Source: an optimization exercise on an open RTL-to-GDS flow (aim: small area, a short achievable clock period and few clock cycles per item). Production flows keep margins and buffers that such runs may drop. In this exercise RTL edits were held to simulation tests only and were not proved equivalent to the original. Power figures rest on the tool's default switching activity, not on a simulated workload.

===== flow/run.sh =====
#!/bin/bash
# The standard layout (the standard.sh, standard synthesis unchanged), with two
# changes to how it is made:
#  * the ports are buffered by the smallest buffer instead of clkdlybuf4s50_1 (the
#    repair steps upsize any port buffer that needs it);
#  * setup repair aims for 6 ns of slack at the design's 10.5 ns clock.
# The constraints (constraint.sdc) and the clock are the standard flow's, unchanged.
set -euo pipefail
cd "$(dirname "$0")/.."
cat >> config.mk <<'EOC'
export BUFFER_PORTS_ARGS = -buffer_cell sky130_fd_sc_hd__buf_1
export SETUP_SLACK_MARGIN = 6
EOC
bash standard.sh > flow_standard.log 2>&1

===== standard.sh =====
#!/bin/bash
# synth_recipe.tcl (not shown) runs the flow's synth.tcl, then flattens the netlist and writes it again
# the make line also repeats each setting of config.mk as NAME=value (left out here)
make -C /OpenROAD-flow-scripts/flow DESIGN_CONFIG=/design/flow/config.mk WORK_HOME=/design/flow/orfs CLKGATE_MAP_FILE= SYNTH_SCRIPT=/design/flow/synth_recipe.tcl "${@:-finish}"

===== config.mk =====
export PLATFORM = sky130hd
export DESIGN_NAME = hilo_mdu
export DESIGN_NICKNAME = hilo_mdu
export VERILOG_FILES = /design/flow/design.v
export SDC_FILE = /design/flow/constraint.sdc
export NUM_CORES = 4
export LEC_CHECK = 0
export CAP_MARGIN = 20
export CORE_MARGIN = 2
export CORE_UTILIZATION = 40
export SLEW_MARGIN = 20
export SYNTH_HIERARCHICAL = 1
export BUFFER_PORTS_ARGS = -buffer_cell sky130_fd_sc_hd__buf_1
export SETUP_SLACK_MARGIN = 6

===== constraint.sdc =====
create_clock -name core_clock -period 10.5 [get_ports {clk}]
set_input_delay 2.1000 -clock core_clock [delete_from_list [all_inputs] [get_ports {clk}]]
set_output_delay 2.1000 -clock core_clock [all_outputs]
set_load 0.01 [all_outputs]

===== design.v =====
module hilo_mdu (
  input  logic        clk,
  input  logic        rst,
  input  logic        op_valid,
  input  logic [2:0]  op,
  input  logic [31:0] src_a,
  input  logic [31:0] src_b,
  input  logic        cancel,
  output logic        busy,
  output logic        done,
  output logic [31:0] hi_out,
  output logic [31:0] lo_out
);
  logic s_mstep, s_mshft, s_mcorr, s_dnega, s_div, s_dnegq, s_dnegr;
  logic busy_q, done_q;
  logic [4:0]  cnt_q;      
  logic [31:0] hi_q, lo_q;
  logic        hx_q;       
  logic [31:0] bh_q, bl_q;   
  logic [31:0] z_q;          
    logic        sgn_q;        
  logic        corr_q;       
  logic        bneg_q;       
  logic        qneg_q, rneg_q;
  logic        rz_q;         
  logic [34:0] add_a, add_bx, pp, gg, cc;
  logic        add_inv;
  logic [34:0] zext;
  assign zext = {{3{sgn_q & z_q[31]}}, z_q};
  logic m_shift;    
  assign m_shift = s_mshft | (s_mstep & rz_q & (cnt_q[1:0] == 2'd0));
  logic a_mul_q, a_div_q, b_two_q, b_one_q, b_z_q, b_lo_q, b_hi_q, inv_q;
  assign add_a = ({35{a_mul_q}} & {{2{hx_q}}, hx_q, hi_q})
               | ({35{a_div_q}} & {2'b00, hi_q, lo_q[31]});
  logic [34:0] zinv;
  assign zinv    = zext ^ {35{inv_q}};
  assign add_inv = inv_q;
  assign add_bx  = ({35{b_two_q}} & {zinv[33:0], inv_q})
                 | ({35{b_one_q | b_z_q}} & zinv)
                 | ({35{b_lo_q}} & {3'b111, ~lo_q})
                 | ({35{b_hi_q}} & {3'b111, ~hi_q});
  hilo_mdu_xor   u_p (.a(add_a), .b(add_bx), .y(pp));
  hilo_mdu_and   u_g (.a(add_a), .b(add_bx), .y(gg));
  hilo_mdu_carry u_c (.g(gg), .p(pp), .cin(add_inv), .c(cc));
  logic [31:0] zmag, zabove;
  logic [32:0] win;
  logic        d_skip;
  assign zmag = z_q ^ {32{bneg_q}};
  always_comb begin
    zabove[31] = 1'b0;
    for (int i = 30; i >= 0; i--) zabove[i] = zabove[i+1] | zmag[i+1];
  end
  assign win    = {hi_q[24:0], lo_q[31:24]};
  assign d_skip = ((win[31:0] & ~zabove) == 32'd0) & ~win[32] & ~(cnt_q[4] & cnt_q[3] & (cnt_q[2:0] != 3'd0));
  logic accept, go_mul, go_div, div_zero;
  assign accept   = ~busy_q & op_valid & ~cancel;
  assign go_mul   = accept & (op[2:1] == 2'b00);
  assign go_div   = accept & (op[2:1] == 2'b01);
  assign div_zero = (z_q == 32'd0) & (s_dnega | s_div);
  logic [2:0] fit_a, fit_b;    
  logic       swap, b_fewer, a_fewer;
  logic [31:0] mplier, mcand;
  assign fit_a = {src_a[31:7] == {25{src_a[31]}}, src_a[31:15] == {17{src_a[31]}}, src_a[31:23] == {9{src_a[31]}}};
  assign fit_b = {src_b[31:7] == {25{src_b[31]}}, src_b[31:15] == {17{src_b[31]}}, src_b[31:23] == {9{src_b[31]}}};
  always_comb begin
    b_fewer = (fit_b[2] & ~fit_a[2]) | (fit_b[1] & ~fit_a[1]) | (fit_b[0] & ~fit_a[0]);
    a_fewer = (fit_a[2] & ~fit_b[2]) | (fit_a[1] & ~fit_b[1]) | (fit_a[0] & ~fit_b[0]);
    swap = (b_fewer | (~a_fewer & op[0] & src_a[31] & ~src_b[31])) & ~op[2] & ~op[1];
  end
  assign mplier = swap ? src_b : src_a;
  assign mcand  = swap ? src_a : src_b;
  logic fin;
  logic n_mstep, n_mshft, n_mcorr, n_dnega, n_div, n_dnegq, n_dnegr;
  logic [4:0]  cnt_d;
  logic [32:0] hi_e, hi_d;    
  logic [31:0] lo_e, lo_d;
  logic        s_hi2, s_hi0, s_hiq, s_lo2, s_lo0, s_loq;
  logic last_m, last_g, last_s, last_d;
  assign last_m = (cnt_q[3:0] == 4'd15);
  assign last_g = (cnt_q[3:2] == 2'd3);
  assign last_s = (cnt_q == 5'd24);
  assign last_d = (cnt_q == 5'd31);
  always_comb begin
    fin = 1'b0;
    {n_mstep, n_mshft, n_mcorr, n_dnega, n_div, n_dnegq, n_dnegr} = '0;
    cnt_d = cnt_q;
    hi_e  = {hx_q, hi_q};
    lo_e  = lo_q;
    {s_hi2, s_hi0, s_hiq, s_lo2, s_lo0, s_loq} = '0;
    if (m_shift) begin
      hi_e  = {{8{hx_q}}, hx_q, hi_q[31:8]};
      lo_e  = {hi_q[7:0], lo_q[31:8]};
      cnt_d = cnt_q + 5'd4;
      fin   = last_g & ~corr_q;
      n_mshft = ~last_g;
      n_mcorr = last_g & corr_q;
    end else if (s_mstep) begin
      s_hi2 = 1'b1;
      s_lo2 = 1'b1;
      lo_e  = {2'b00, lo_q[31:2]};
      cnt_d = cnt_q + 5'd1;
      fin   = last_m & ~corr_q;
      n_mstep = ~last_m;
      n_mcorr = last_m & corr_q;
    end
    if (s_mcorr) begin
      s_hi0 = 1'b1;
      fin  = 1'b1;
    end
    if (s_dnega) begin
      s_lo0 = 1'b1;
      n_div = 1'b1;
    end
    if (s_div) begin
      if (d_skip) begin
        hi_e  = {1'b0, win[31:0]};
        lo_e  = {lo_q[23:0], 8'd0};
        cnt_d = cnt_q + 5'd8;
        fin     = last_s & ~(qneg_q | rneg_q);
        n_div   = ~last_s;
        n_dnegq = last_s & qneg_q;
        n_dnegr = last_s & ~qneg_q & rneg_q;
      end else begin
        hi_e  = {1'b0, hi_q[30:0], lo_q[31]};
        lo_e  = {lo_q[30:0], 1'b0};
        s_hiq = 1'b1;
        s_loq = 1'b1;
        cnt_d = cnt_q + 5'd1;
        fin     = last_d & ~(qneg_q | rneg_q);
        n_div   = ~last_d;
        n_dnegq = last_d & qneg_q;
        n_dnegr = last_d & ~qneg_q & rneg_q;
      end
    end
    if (s_dnegq) begin
      s_lo0   = 1'b1;
      fin     = ~rneg_q;
      n_dnegr = rneg_q;
    end
    if (s_dnegr) begin
      s_hi0 = 1'b1;
      fin  = 1'b1;
    end
    if (busy_q & (cancel | div_zero)) begin
      hi_e = {1'b0, bh_q};
      lo_e = bl_q;
      fin  = 1'b1;
      {s_hi2, s_hi0, s_hiq, s_lo2, s_lo0, s_loq} = '0;
      {n_mstep, n_mshft, n_mcorr, n_dnega, n_div, n_dnegq, n_dnegr} = '0;
    end
    if (!busy_q) begin
      cnt_d = '0;
      n_mstep = go_mul;
      n_dnega = go_div & ~op[0] & src_a[31];
      n_div   = go_div & ~(~op[0] & src_a[31]);
    end
  end
  hilo_mdu_fin u_fin (
    .p(pp), .c(cc), .hi_e(hi_e), .lo_e(lo_e),
    .src_a(src_a), .src_b(src_b), .i_hi0(go_mul | go_div), .i_hia(accept & (op == 3'b100)),
    .i_lo(go_mul | go_div | (accept & (op == 3'b101))), .i_swp(swap),
    .s_hi2(s_hi2), .s_hi0(s_hi0), .s_hiq(s_hiq), .s_lo2(s_lo2), .s_lo0(s_lo0), .s_loq(s_loq),
    .hi_d(hi_d), .lo_d(lo_d)
  );
  always_ff @(posedge clk or posedge rst) begin
    if (rst) begin
      busy_q  <= 1'b0;
      done_q  <= 1'b0;
      {s_mstep, s_mshft, s_mcorr, s_dnega, s_div, s_dnegq, s_dnegr} <= '0;
      hi_q    <= '0;
      lo_q    <= '0;
    end else begin
      {s_mstep, s_mshft, s_mcorr, s_dnega, s_div, s_dnegq, s_dnegr} <=
        {n_mstep, n_mshft, n_mcorr, n_dnega, n_div, n_dnegq, n_dnegr};
      if (busy_q) begin
        busy_q <= ~(cancel | fin);
        done_q <= ~cancel & fin;
      end else begin
        busy_q <= go_mul | go_div;
        done_q <= 1'b0;
      end
      hi_q <= hi_d[31:0];
      lo_q <= lo_d;
    end
  end
  logic nb_one, nb_two, nb_neg, n_bneg;
  always_comb begin
    if (!busy_q) begin
      nb_one = mplier[0];
      nb_two = mplier[1] & ~mplier[0];
      nb_neg = mplier[1];
      n_bneg = ~op[0] & src_b[31];
    end else begin
      nb_one = lo_q[2] ^ lo_q[1];
      nb_two = (lo_q[3] & ~lo_q[2] & ~lo_q[1]) | (~lo_q[3] & lo_q[2] & lo_q[1]);
      nb_neg = lo_q[3];
      n_bneg = bneg_q;
    end
  end
  always_ff @(posedge clk or posedge rst) begin
    if (rst) begin
      {a_mul_q, a_div_q, b_two_q, b_one_q, b_z_q, b_lo_q, b_hi_q, inv_q} <= '0;
    end else begin
      a_mul_q <= n_mstep | n_mcorr;
      a_div_q <= n_div;
      b_two_q <= n_mstep & nb_two;
      b_one_q <= n_mstep & nb_one;
      b_z_q   <= n_mcorr | n_div;
      b_lo_q  <= n_dnega | n_dnegq;
      b_hi_q  <= n_dnegr;
      inv_q   <= (n_mstep & nb_neg & (nb_one | nb_two)) | (n_div & ~n_bneg) | n_dnega | n_dnegq | n_dnegr;
    end
  end
  always_ff @(posedge clk) begin
    hx_q  <= hi_d[32];
    cnt_q <= cnt_d;
    if (!busy_q) begin
      bh_q     <= hi_q;
      bl_q     <= lo_q;
      z_q      <= mcand;
      rz_q     <= 1'b0;
      sgn_q    <= ~op[0];
      corr_q   <= op[0] & mplier[31];
      bneg_q   <= ~op[0] & src_b[31];
      qneg_q   <= ~op[0] & (src_a[31] ^ src_b[31]);
      rneg_q   <= ~op[0] & src_a[31];
    end else if (s_mstep) begin
      case (cnt_q[3:2])
        2'd0:    rz_q <= (lo_q[25:1] == {25{lo_q[1]}});
        2'd1:    rz_q <= (lo_q[17:1] == {17{lo_q[1]}});
        default: rz_q <= (lo_q[9:1]  == {9{lo_q[1]}});
      endcase
    end
  end
  assign busy   = busy_q;
  assign done   = done_q;
  assign hi_out = hi_q;
  assign lo_out = lo_q;
endmodule
module hilo_mdu_xor (
  input  logic [34:0] a,
  input  logic [34:0] b,
  output logic [34:0] y
);
  assign y = a ^ b;
endmodule
module hilo_mdu_and (
  input  logic [34:0] a,
  input  logic [34:0] b,
  output logic [34:0] y
);
  assign y = a & b;
endmodule
module hilo_mdu_carry (
  input  logic [34:0] g,
  input  logic [34:0] p,
  input  logic        cin,
  output logic [34:0] c
);
  logic [34:0] pg_g [0:6];
  logic [34:0] pg_p [0:6];
  assign pg_g[0] = {g[34:1], g[0] | (p[0] & cin)};
  assign pg_p[0] = p;
  for (genvar l = 0; l < 6; l++) begin : g_lvl
    for (genvar i = 0; i < 35; i++) begin : g_bit
      if (((i >> l) & 1) == 1) begin : g_op
        localparam int J = ((i >> l) << l) - 1;
        assign pg_g[l+1][i] = pg_g[l][i] | (pg_p[l][i] & pg_g[l][J]);
        assign pg_p[l+1][i] = pg_p[l][i] & pg_p[l][J];
      end else begin : g_pass
        assign pg_g[l+1][i] = pg_g[l][i];
        assign pg_p[l+1][i] = pg_p[l][i];
      end
    end
  end
  assign c = {pg_g[6][33:0], cin};
endmodule
module hilo_mdu_fin (
  input  logic [34:0] p,
  input  logic [34:0] c,
  input  logic [32:0] hi_e,
  input  logic [31:0] lo_e,
  input  logic        s_hi2, s_hi0, s_hiq, s_lo2, s_lo0, s_loq,
  input  logic [31:0] src_a,
  input  logic [31:0] src_b,
  input  logic        i_hi0, i_hia, i_lo, i_swp,
  output logic [32:0] hi_d,
  output logic [31:0] lo_d
);
  logic [34:0] sum;
  logic        q;
  assign sum = p ^ c;
  assign q   = ~sum[34];
  logic [32:0] hi_i;
  logic [31:0] lo_i;
  assign hi_i = i_hia ? {1'b0, src_a} : (i_hi0 ? 33'd0 : hi_e);
  assign lo_i = i_lo ? (i_swp ? src_b : src_a) : lo_e;
  assign hi_d = s_hi2 ? sum[34:2] : ((s_hi0 | (s_hiq & q)) ? sum[32:0] : hi_i);
  assign lo_d = s_lo0 ? sum[31:0]
              : {s_lo2 ? sum[1:0] : lo_i[31:30], lo_i[29:1], lo_i[0] | (s_loq & q)};
endmodule

==> reports/qor.log, run 1 <==
INFO  run_status     run_status=finished clean
INFO  power          pwr-share-seq=43.6%
INFO  clock_network  tritoncts_num_sinks=187
INFO  grt            grt-ovfl-total=0
INFO  grt            grt_max_degree=71
INFO  timing         finalWorstSetupSlack=6.04ns
INFO  final_layout   fin_nets=1864
INFO  detailed_routing detail_route.wl_per_cell=27.3um
INFO  synthesis      synth_nets=1816
INFO  setup_path     timing.critical_path.fanout_max=12
INFO  grt            grtUsageTotal=30.2%
INFO  grt            grtUsageMet2=47.0%
INFO  synthesis      syn_avg_cell_area=8.91um^2
INFO  detailed_routing drc_errors_left=0
INFO  clock_network  clock-root-buffer=clkbuf_16
INFO  final_layout   layoutNonFillerInstCount=2316
INFO  detailed_routing postRouteWirelength=63300um
INFO  setup_path     setup.worst_path.end_class=flip-flop
INFO  power          p_leak=0.00669uW
INFO  power          clockPowerShare=18.7%
INFO  timing         count_of_endpoints_failing_setup_in_the_final_report=0
INFO  final_layout   post-route-util=45.3%
INFO  detailed_routing dr.first_iter.drc_count=2090
INFO  detailed_routing drt-pass1-iter-count=6
INFO  final_layout   areaGrowthSynthToFinish=12.6%
INFO  floorplan      floorplan.die_area=40300um^2
INFO  power          worst_vdd_drop=0.000129V
INFO  clock_network  clock_insertion_delay_worst_skew=0.48ns
INFO  final_layout   multiInputGateArea=9720um^2
INFO  grt            grt_pass1_vias=13800
INFO  final_layout   drive_above_1_share=14.0%
INFO  hold_path      hold_class=reg2reg
INFO  setup_path     worstPathArrival=4.80ns
INFO  grt            number_of_antenna_violations_at_the_first_check_in_global_routing=1
INFO  timing         layout_worst_path_cycle_share=42.5%
INFO  place          placement.io_buffers=136
INFO  floorplan      floorplan.initialDensity=40.2%
INFO  clock_network  ctsHtreeMaxLevel=4
INFO  setup_path     critical_path.cell_chain=buf_1 > buf_4 > nand3_1 > nor3_1 > a31oi_1 > a2111oi_2 > a31o_4 > buf_16 > mux2_1 > o211a_1 > o221ai_2 > o2111ai_1
INFO  run            drv.max_cap_violation_count=0
INFO  synthesis      gate_count_post_synth=1737
INFO  synthesis      synth-warning-count=10
INFO  timing         timing_max_transition_violations_final=0
INFO  place          post_dp_cell_area=16200um^2
INFO  final_layout   final_cell_mix=nand2_1 (173), buf_1 (134), mux2i_1 (132), nor2_1 (114), a21oi_1 (111)
INFO  detailed_routing total_number_of_vias=15100
INFO  clock_network  cts_tree=done
INFO  floorplan      core-area=38500um^2
INFO  power          power.combinational.fraction=37.7%
INFO  timing         upper_clock_frequency_limit=0.224GHz
INFO  power          cell_internal_pwr=1910uW
INFO  setup_path     critical-path-top-delay-family=compound AO/OA/AOI/OAI gates
INFO  timing         timing_worst_slew_pin_value=1.10ns
INFO  setup_path     worst_path_largest_cell_delay=0.74ns
INFO  final_layout   finish.instance_area=17400um^2
INFO  setup_path     worstPathBufferInverterCount=3
INFO  setup_path     crit_type=in2reg
INFO  timing         grt_setup_unrepaired=true
INFO  clock_network  clk_pin_slew=0.08ns
INFO  place          routabilityCongestion=0.942
INFO  final_layout   diodes=0
INFO  power          net-switching-power=1550uW
INFO  grt            grt_first_pass_wirelength=91600um
INFO  setup_path     startpoint_type=input pin
INFO  floorplan      chipWidth=201um
INFO  power          power_switching_share=44.7%
INFO  final_layout   final-seq-area=5150um^2
INFO  timing         timing.clock.skew=0.0158ns
INFO  timing         hold_viol_final=0
INFO  floorplan      io_pins=137
INFO  final_layout   most_common_cell_after_layout_fill_and_taps_aside=nand2_1
INFO  final_layout   layout.filler_cells=3814
INFO  setup_path     slowest_stage=a2111oi_2
INFO  timing         finalWorstPathRequiredPeriod=4.46ns
INFO  power          power.density=199nW/um^2
INFO  place          dp_cells=2247
INFO  clock_network  cts-buffers-inserted=17
INFO  synthesis      mappedNetlistArea=15500um^2
INFO  grt            grt_busiest_layer=met2
INFO  place          post-dp-hpwl=40700um
INFO  floorplan      core.rowCount=72
INFO  grt            grt_util_met3=6.04%
INFO  place          placement.setup.worst_slack=4.52ns
INFO  detailed_routing vias_per_cell=6.54
INFO  clock_network  clk_path_buf_depth=2
INFO  detailed_routing ant_nets=0
INFO  setup_path     cp.required=10.84ns
INFO  timing         slew_headroom=26.4%
INFO  grt            grt.met1_usage=41.2%
INFO  floorplan      height_of_the_die=201um
INFO  timing         timing.setup.tns=0ns
-- sequential cells by signal, summed over array words and instances (netlist names), 5 cells and up --
name,count
bh_q,32
bl_q,32
cnt_q,5
z_q,32
lo_q,32
hi_q,32
-- worst reg2reg max path, cell delays in order (launching register included) --
cell and delay, ns:
dfrtp_2 0.47, or2_4 0.33, a221o_1 0.31, nand2_1 0.08
o221ai_2 0.10, xor2_1 0.26, buf_4 0.16, nand4_2 0.10
a2111o_1 0.52, a21o_1 0.28, and2_4 0.21, o31ai_4 0.29
a41o_1 0.27, xnor2_2 0.12, a211o_4 0.41, buf_12 0.18
o221a_2 0.25
-- cell type report --
cell class,instances,share of cell area [%]
multi-input cells,1354,55.8
flip-flops and latches,187,29.5
repair buffers,198,7.12
well taps,518,3.72
clock buffers,18,2.52
clock inverters,14,0.710
inverters,27,0.646
-- what timing repair did --
item	4_1_cts	5_1_grt
hold buffers	0	0
gates resized for setup	24	43
gates cloned	3	5
pin swaps	6	25
buffers inserted	12	17
setup endpoints to repair	76	71
-- routing by layer --
layer / wire (um) / vias to the layer above
li1: - / 6688
met1: 26100 / 7378
met2: 28200 / 925
met3: 6460 / 156
met4: 2510 / 2
met5: 10 / -
-- power groups by stage --
| stage | Combinational [uW] | Clock [uW] | Sequential [uW] |
|---|---|---|---|
| after floorplan | 948 | 0 | 1230 |
| after global placement | 1220 | 0 | 1490 |
| after detailed placement | 1240 | 0 | 1500 |
| after CTS | 1250 | 653 | 1480 |
| after global routing | 1410 | 687 | 1520 |
| final | 1310 | 648 | 1510 |
-- per-stage QoR --
| stage | hold WS [ns] | total power [uW] |
|---|---|---|
| after floorplan | 0.473 | 2180 |
| after global placement | 0.523 | 2710 |
| after detailed placement | 0.531 | 2730 |
| after CTS | 0.548 | 3390 |
| after global routing | 0.573 | 3610 |
| final | 0.548 | 3460 |
-- path summary, 6_finish.rpt --
| path | from | cells after the start | end | slack [ns] |
|---|---|---|---|---|
| setup reg to reg | b_one_q | 16 | hx_q | 6.05 |
| min in group asynchronous | rst | 2 | lo_q[2] | 1.75 |
| hold reg to reg | rz_q | 2 | rz_q | 0.55 |
| setup / recovery | src_b[31] | 12 | inv_q | 6.04 |
| max in group asynchronous | rst | 3 | s_div | 7.61 |
| hold / removal | rz_q | 2 | rz_q | 0.55 |
Testbench counts, summed over its fixed seeds: cycles 24,177, items 2,400.
==> run 2, diff against run 1 <==
--- a/design.v
+++ b/design.v
@@ -60,8 +60,11 @@
   logic [2:0] fit_a, fit_b;    
   logic       swap, b_fewer, a_fewer;
   logic [31:0] mplier, mcand;
-  assign fit_a = {src_a[31:7] == {25{src_a[31]}}, src_a[31:15] == {17{src_a[31]}}, src_a[31:23] == {9{src_a[31]}}};
-  assign fit_b = {src_b[31:7] == {25{src_b[31]}}, src_b[31:15] == {17{src_b[31]}}, src_b[31:23] == {9{src_b[31]}}};
+  logic [30:7] eq_a, eq_b;
+  assign eq_a  = src_a[30:7] ~^ src_a[31:8];
+  assign eq_b  = src_b[30:7] ~^ src_b[31:8];
+  assign fit_a = {&eq_a[30:7], &eq_a[30:15], &eq_a[30:23]};
+  assign fit_b = {&eq_b[30:7], &eq_b[30:15], &eq_b[30:23]};
   always_comb begin
     b_fewer = (fit_b[2] & ~fit_a[2]) | (fit_b[1] & ~fit_a[1]) | (fit_b[0] & ~fit_a[0]);
     a_fewer = (fit_a[2] & ~fit_b[2]) | (fit_a[1] & ~fit_b[1]) | (fit_a[0] & ~fit_b[0]);
==> flow/run.sh (replaced) <==
#!/bin/bash
# The standard layout (the standard.sh, standard synthesis unchanged), with two
# changes to how it is made:
#  * the ports are buffered by the smallest buffer instead of clkdlybuf4s50_1 (the
#    repair steps upsize any port buffer that needs it);
#  * setup repair aims for 7 ns of slack at the design's 10.5 ns clock (with
#    TNS_END_PERCENT 5 from config.mk, only the worst paths are repaired).
# The constraints (constraint.sdc) and the clock are the standard flow's, unchanged.
set -euo pipefail
cd "$(dirname "$0")/.."
cat >> config.mk <<'EOC'
export BUFFER_PORTS_ARGS = -buffer_cell sky130_fd_sc_hd__buf_1
export SETUP_SLACK_MARGIN = 7
EOC
bash standard.sh > flow_standard.log 2>&1
--- a/config.mk
+++ b/config.mk
@@ -10,5 +10,6 @@
 export CORE_UTILIZATION = 40
 export SLEW_MARGIN = 20
 export SYNTH_HIERARCHICAL = 1
+export TNS_END_PERCENT = 5
 export BUFFER_PORTS_ARGS = -buffer_cell sky130_fd_sc_hd__buf_1
-export SETUP_SLACK_MARGIN = 6
+export SETUP_SLACK_MARGIN = 7
==> run 2 against run 1 <==
Effect of this change:
- still clean
- clock-buffer cell count rose by 2
- via count up 1.5%
- clock skew is 0.0012 ns lower
- die area barely moved
- core utilization grew 0.70 points
- register-to-register slack better by 0.18 ns
- largest power group unchanged
==> reports/qor.log, run 2 <==
INFO  floorplan      floorplan.die_area=40300um^2
INFO  power          power.density=197nW/um^2
INFO  clock_network  tritoncts_num_sinks=187
INFO  run            drv.max_cap_violation_count=0
INFO  final_layout   areaGrowthSynthToFinish=14.3%
INFO  place          dp_cells=2253
INFO  setup_path     critical_path.cell_chain=buf_2 > nand4_1 > or3_4 > a21boi_4 > nand2_2 > o211ai_1 > buf_4 > buf_12 > mux2_2 > o211a_1 > o221ai_1 > o2111ai_1
INFO  clock_network  clock_insertion_delay_worst_skew=0.47ns
INFO  timing         finalWorstPathRequiredPeriod=4.27ns
INFO  synthesis      synth-warning-count=10
INFO  detailed_routing total_number_of_vias=15400
INFO  timing         timing_worst_slew_pin_value=0.979ns
INFO  detailed_routing dr.first_iter.drc_count=1977
INFO  setup_path     slowest_stage=or3_4
INFO  power          p_leak=0.00684uW
INFO  floorplan      floorplan.initialDensity=40.3%
INFO  clock_network  clock-root-buffer=clkbuf_16
INFO  clock_network  clk_path_buf_depth=2
INFO  detailed_routing postRouteWirelength=64500um
INFO  final_layout   fin_nets=1887
INFO  grt            grt_max_degree=76
INFO  hold_path      hold_class=reg2reg
INFO  detailed_routing ant_nets=0
INFO  setup_path     startpoint_type=input pin
INFO  timing         slew_headroom=34.8%
INFO  timing         timing.setup.tns=0ns
INFO  detailed_routing drt-pass1-iter-count=7
INFO  clock_network  cts-buffers-inserted=17
INFO  synthesis      gate_count_post_synth=1740
INFO  clock_network  clk_pin_slew=0.07ns
INFO  synthesis      syn_avg_cell_area=8.90um^2
INFO  clock_network  cts_tree=done
INFO  setup_path     crit_type=in2reg
INFO  grt            grtUsageMet2=47.7%
INFO  timing         layout_worst_path_cycle_share=40.7%
INFO  timing         grt_setup_unrepaired=true
INFO  grt            grt_busiest_layer=met2
INFO  timing         timing_max_transition_violations_final=0
INFO  floorplan      core-area=38500um^2
INFO  timing         count_of_endpoints_failing_setup_in_the_final_report=0
INFO  timing         upper_clock_frequency_limit=0.234GHz
INFO  grt            number_of_antenna_violations_at_the_first_check_in_global_routing=0
INFO  synthesis      synth_nets=1819
INFO  floorplan      core.rowCount=72
INFO  final_layout   layoutNonFillerInstCount=2340
INFO  clock_network  ctsHtreeMaxLevel=4
INFO  final_layout   layout.filler_cells=3755
INFO  final_layout   drive_above_1_share=16.0%
INFO  place          placement.io_buffers=136
INFO  final_layout   most_common_cell_after_layout_fill_and_taps_aside=nand2_1
INFO  detailed_routing drc_errors_left=0
INFO  grt            grtUsageTotal=30.9%
INFO  place          routabilityCongestion=0.946
INFO  grt            grt_pass1_vias=14300
INFO  grt            grt_first_pass_wirelength=94500um
INFO  floorplan      chipWidth=201um
INFO  detailed_routing detail_route.wl_per_cell=27.5um
INFO  grt            grt_util_met3=5.50%
INFO  place          post-dp-hpwl=40200um
INFO  floorplan      io_pins=137
INFO  final_layout   final_cell_mix=nand2_1 (173), mux2i_1 (134), buf_1 (125), nor2_1 (115), a21oi_1 (110)
INFO  detailed_routing vias_per_cell=6.57
INFO  grt            grt.met1_usage=41.9%
INFO  grt            grt-ovfl-total=0
INFO  clock_network  cts.hold.buffers_added=0
INFO  synthesis      mappedNetlistArea=15500um^2
INFO  power          worst_vdd_drop=0.000140V
INFO  setup_path     setup.worst_path.end_class=flip-flop
INFO  setup_path     worstPathArrival=4.60ns
INFO  setup_path     cp.required=10.83ns
INFO  timing         hold_viol_final=0
INFO  run_status     run_status=finished clean
INFO  timing         timing.clock.skew=0.0146ns
INFO  setup_path     worst_path_largest_cell_delay=0.42ns
INFO  setup_path     timing.critical_path.fanout_max=12
INFO  floorplan      height_of_the_die=201um
## run 2: area by class of cell
class / count / area [um^2] / share of cell area (%)
Clock inverter: 12 / 135 / 0.763
Antenna cell: 1 / 2.50 / 0.0141
Inverter: 25 / 100 / 0.565
Tap cell: 518 / 648 / 3.66
Sequential cell: 187 / 5150 / 29.1
Timing Repair Buffer: 216 / 1350 / 7.63
Clock buffer: 20 / 457 / 2.58
Multi-Input combinational cell: 1361 / 9860 / 55.7
## run 2: power by group
| group | switching, uW | internal (uW) | total [uW] |
|---|---|---|---|
| combinational | 717 | 570 | 1290 |
| clock | 321 | 366 | 687 |
| sequential | 501 | 1010 | 1510 |
| total | 1540 | 1940 | 3480 |
## run 2: worst paths after layout
kind | cells after the start | slack [ns] | endpoint | start
max in group asynchronous | 3 | 7.96 | s_div | rst
hold / removal | 2 | 0.54 | rz_q | rz_q
hold reg to reg | 2 | 0.54 | rz_q | rz_q
min in group asynchronous | 2 | 1.62 | lo_q[5] | rst
setup reg to reg | 16 | 6.23 | hi_q[27] | b_z_q
setup / recovery | 12 | 6.23 | inv_q | src_b[29]
## run 2: worst max-delay path, delay by kind of cell
kind                   cells  cell delay, ns
AO/OA/AOI/OAI              5            0.97
AND/OR/NAND/NOR            3            0.69
buffers and inverters      3            0.45
multiplexers               1            0.35
## run 2: per-layer routing
| metal | vias up | part of all wire (%) |
|---|---|---|
| met5 | - | 0 |
| met4 | 0 | 4.5 |
| met3 | 159 | 9.0 |
| met2 | 892 | 45 |
| met1 | 7607 | 42 |
| li1 | 6714 | - |
## run 2: per-stage QoR
step | area, um^2 | util [%] | power (uW) | hold WS (ns) | setup WS, ns
after global placement | 16200 | 42.1 | 2670 | 0.507 | 5.10
after CTS | 17300 | 44.9 | 3410 | 0.537 | 6.26
after floorplan | 15500 | - | 2160 | 0.460 | 6.42
after global routing | 17700 | 46.0 | 3620 | 0.568 | 6.16
final | 17700 | 46.0 | 3480 | 0.539 | 6.23
after detailed placement | 16200 | 42.1 | 2690 | 0.525 | 4.99
## run 2: timing repair
action | CTS | global route
pin swaps | 26 | 30
hold endpoints to repair | 0 | 0
buffers inserted | 20 | 26
resized for setup | 52 | 39
cloned | 6 | 1
endpoints found under the setup margin | 122 | 132
Testbench counts of run 2, summed over its fixed seeds: cycles 24,177, items 2,400.

static timing again, ports no longer ideal:
In the flow no input, the clock included, has a driving cell. The finished layouts below were timed again as built, in two steps.
Step 1 sets driving cells, clkbuf_16 on the clock port and buf_2 on the other inputs (assumed; they add their load-dependent delay and slew).
Step 2 times the ports against the registers' clock, not the clock port: input delays grow and output delays shrink by t, the midpoint of the rising clock arrivals with the driver on.
a / b / c = no drivers / after step 1 / after step 2; a / b = the first two.
run	shift t [ns]	setup WS [ns]	worst setup path at the end	clock arrival spread, ns	worst register clock-pin slew, ns
run 1	0.527	6.040 / 6.049 / 5.547	input to register	0.015 / 0.016	0.08 / 0.08
run 2	0.518	6.228 / 6.235 / 5.742	input to register	0.015 / 0.015	0.08 / 0.08
After both steps setup and hold are still met in every run listed. The setup slack of run 1, which loses most, moves by +0.009 ns with the drivers and by -0.493 ns with both steps.
